What follows belongs to an exercise in optimizing a design on an open flow for small area and a short achievable clock period; a production flow would make more cautious choices. In this exercise RTL edits were held to simulation tests only and were not proved equivalent to the original. Power is estimated from default activity; no workload was simulated.

## vc_dds_top
module vc_dds_top
(
  input  logic                    clk_user_bufg,
  input  logic                    rst_glb,
  input  logic                    cfg_wr,           
  input  logic [85:0]             cfg,              
  output logic [16-1:0] sample,           
  output logic                    sample_valid,
  output logic [10-1:0]    dac_fsc           
);
  vc_dds_pkg::vc_cfg_t             cfg_s;
  logic                            tri_en;
  logic                            saw_en;
  logic [32-1:0]          freq_word;
  logic [16-1:0]         amp;
  logic [16-1:0]         dc_offset;
  logic [32/2:0]          phase_top;       
  logic [16-1:0]         shape;
  logic                            written_q;       
  logic [3:0]                      valid_q;
  assign cfg_s = cfg;
  vc_dds_cfg_reg u_cfg_reg (
    .clk_user_bufg (clk_user_bufg),
    .rst_glb       (rst_glb),
    .cfg_wr        (cfg_wr),
    .cfg           (cfg_s),
    .tri_en        (tri_en),
    .saw_en        (saw_en),
    .freq_word     (freq_word),
    .amp           (amp),
    .dc_offset     (dc_offset),
    .dac_fsc       (dac_fsc)
  );
  vc_phase_accum u_phase_accum (
    .clk_user_bufg (clk_user_bufg),
    .cfg_wr        (cfg_wr),
    .pcw           (cfg_s.pcw),
    .cfg_freq_lo   (cfg_s.freq_word[32/2-1:0]),
    .freq_word     (freq_word),
    .phase_top     (phase_top)
  );
  vc_wave_shaper u_wave_shaper (
    .tri_en        (tri_en),
    .saw_en        (saw_en),
    .phase_top     (phase_top),
    .shape         (shape)
  );
  vc_amp_offset u_amp_offset (
    .clk_user_bufg (clk_user_bufg),
    .shape         (shape),
    .amp           (amp),
    .dc_offset     (dc_offset),
    .sample        (sample)
  );
  always_ff @(posedge clk_user_bufg or posedge rst_glb)
  begin
    if (rst_glb)
    begin
      written_q <= 1'b0;
      valid_q   <= '0;
    end
    else
    begin
      written_q <= written_q | cfg_wr;
      valid_q   <= {valid_q[2:0], written_q};
    end
  end
  assign sample_valid = valid_q[3];
endmodule
Size: about 1500 cells after synthesis, roughly 330 flip-flops, ~0.017 sq mm of cells after synthesis.
clock: 5.5 ns
lec_check: 0
cap_margin: 20
core_margin: 2
core_utilization: 40
cts_cluster_diameter: 100
cts_cluster_size: 25
setup_slack_margin: 3.3
slew_margin: 20
standard.sh (not shown) runs the stock make flow with config.mk's settings and CLKGATE_MAP_FILE= SYNTH_SCRIPT=/design/flow/synth_recipe.tcl, a recipe that flattens the netlist after the stock synthesis.
==> flow/flow/run.sh <==
#!/bin/bash
# Standard ORFS layout, except that the port buffers are the smallest plain
# buffer instead of the default delay-buffer cell. Each tool's output is kept
# by ORFS under orfs/logs/; make's own output goes to flow_make.log.
set -euo pipefail
export BUFFER_PORTS_ARGS="-buffer_cell sky130_fd_sc_hd__buf_1"
bash standard.sh finish > flow_make.log 2>&1
Next try:
CORE_UTILIZATION = 60   (was 40)
PLACE_DENSITY = 0.75   (was not set)
SETUP_SLACK_MARGIN = 3.2   (was 3.3)
TNS_END_PERCENT = 10   (was not set)
After rerunning: The new run completed with no timing, DRC or antenna violations. Hold slack stays flat. Sequential share of layout area increases by 1.5 points. Cell area is lower by 4.1%. Fmax decreases by 0.52%.
Next try:
TNS_END_PERCENT = not set   (was 10)
Effect: The changed run completed without violations. Wire length falls by 0.78%. Via count barely changes. Die area does not change. Global-route usage drops by 0.26 points. Total power barely changes. Sequential power barely changes. Count of clock-buffer cells in the layout falls by 1. Setup slack improves by 0.053 ns. Final cell count barely changes. Clock skew fell by 0.015 ns.
Next try:
==> flow/flow/run.sh (replaced) <==
#!/bin/bash
# Standard ORFS layout with two changes:
#  - the port buffers are the smallest plain buffer instead of the default
#    delay-buffer cell;
#  - Yosys's generic synthesis skips its quick ABC pass before the full adders
#    are extracted, so that the adder cells are not surrounded by polarity
#    inverters (the flip-flops are unaffected; ABC still maps the logic).
# Each tool's output is kept by ORFS under orfs/logs/; make's own output goes
# to flow_make.log.
set -euo pipefail
export BUFFER_PORTS_ARGS="-buffer_cell sky130_fd_sc_hd__buf_1"
bash standard.sh finish SYNTH_ARGS=-noabc > flow_make.log 2>&1
What happened:
- hold slack is about the same
- sequential cell count does not change
- routed wire length shrinks by 1.0%
- setup slack loses 0.078 ns
- total power grows by 2.8%
- first-iteration DRC count grows by 14%
- clock-buffer cell count does not change
- cell area shrinks by 0.33%
- critical path depth grows by 2
- die area shrinks by 2.2%
Next try:
==> flow/flow/run.sh (replaced) <==
#!/bin/bash
# Standard ORFS layout, except that the port buffers are the smallest plain
# buffer instead of the default delay-buffer cell. Each tool's output is kept
# by ORFS under orfs/logs/; make's own output goes to flow_make.log.
set -euo pipefail
export BUFFER_PORTS_ARGS="-buffer_cell sky130_fd_sc_hd__buf_1"
bash standard.sh finish > flow_make.log 2>&1
CORE_UTILIZATION = 40   (was 60)
PLACE_DENSITY = not set   (was 0.75)
SETUP_SLACK_MARGIN = 3.1   (was 3.2)
Final area came out higher slightly.
Cell count came out higher by about a fifth.
Non-clock buffer count came out lower by 21.
Sequential share of layout area came out lower by 0.35 points.
Power came out lower by a few percent.
Global-route usage came out lower by 6.5 points.
Register-to-register slack gets worse by 0.02 ns.
Count of clock-buffer cells in the layout came out higher by 2.
Clock power came out higher by a few percent.
Core utilization came out lower by 23 points.

[re-timing with driven ports]
The results above use ideal ports. As a check the final layouts listed here were re-extracted and re-timed, cells and wires unchanged.
Step 1: set_driving_cell puts a clkbuf_16 on clk_user_bufg and a buf_2 on each other input, an assumption about the parent block.
Step 2 adds t to the input delays and takes it off the output delays; t is the mean of the earliest and latest rising clock arrival at the registers after step 1. Input paths then give back, and output paths get back, about the clock's delay inside the block.
a / b / c = no drivers / after step 1 / after step 2; a / b = the first two.
| run | t (ns) | setup slack, ns | worst hold slack (ns) | worst setup path after step 2 |
|---|---|---|---|---|
| the first run | 0.563 | 3.190 / 3.138 / 2.861 | 0.349 / 0.349 / 0.349 | input to register |
| the second run | 0.559 | 3.177 / 3.126 / 2.823 | 0.348 / 0.348 / 0.348 | input to register |
| the third run | 0.558 | 3.231 / 3.178 / 2.824 | 0.346 / 0.346 / 0.346 | input to register |
| the fourth run | 0.561 | 3.152 / 3.103 / 2.848 | 0.346 / 0.346 / 0.346 | input to register |
| the fifth run | 0.561 | 3.170 / 3.131 / 2.877 | 0.345 / 0.345 / 0.345 | input to register |
After both steps every run listed still meets setup and hold. For the third run, which loses most, drivers alone change the setup slack by -0.053 ns; drivers and shift together by -0.407 ns.
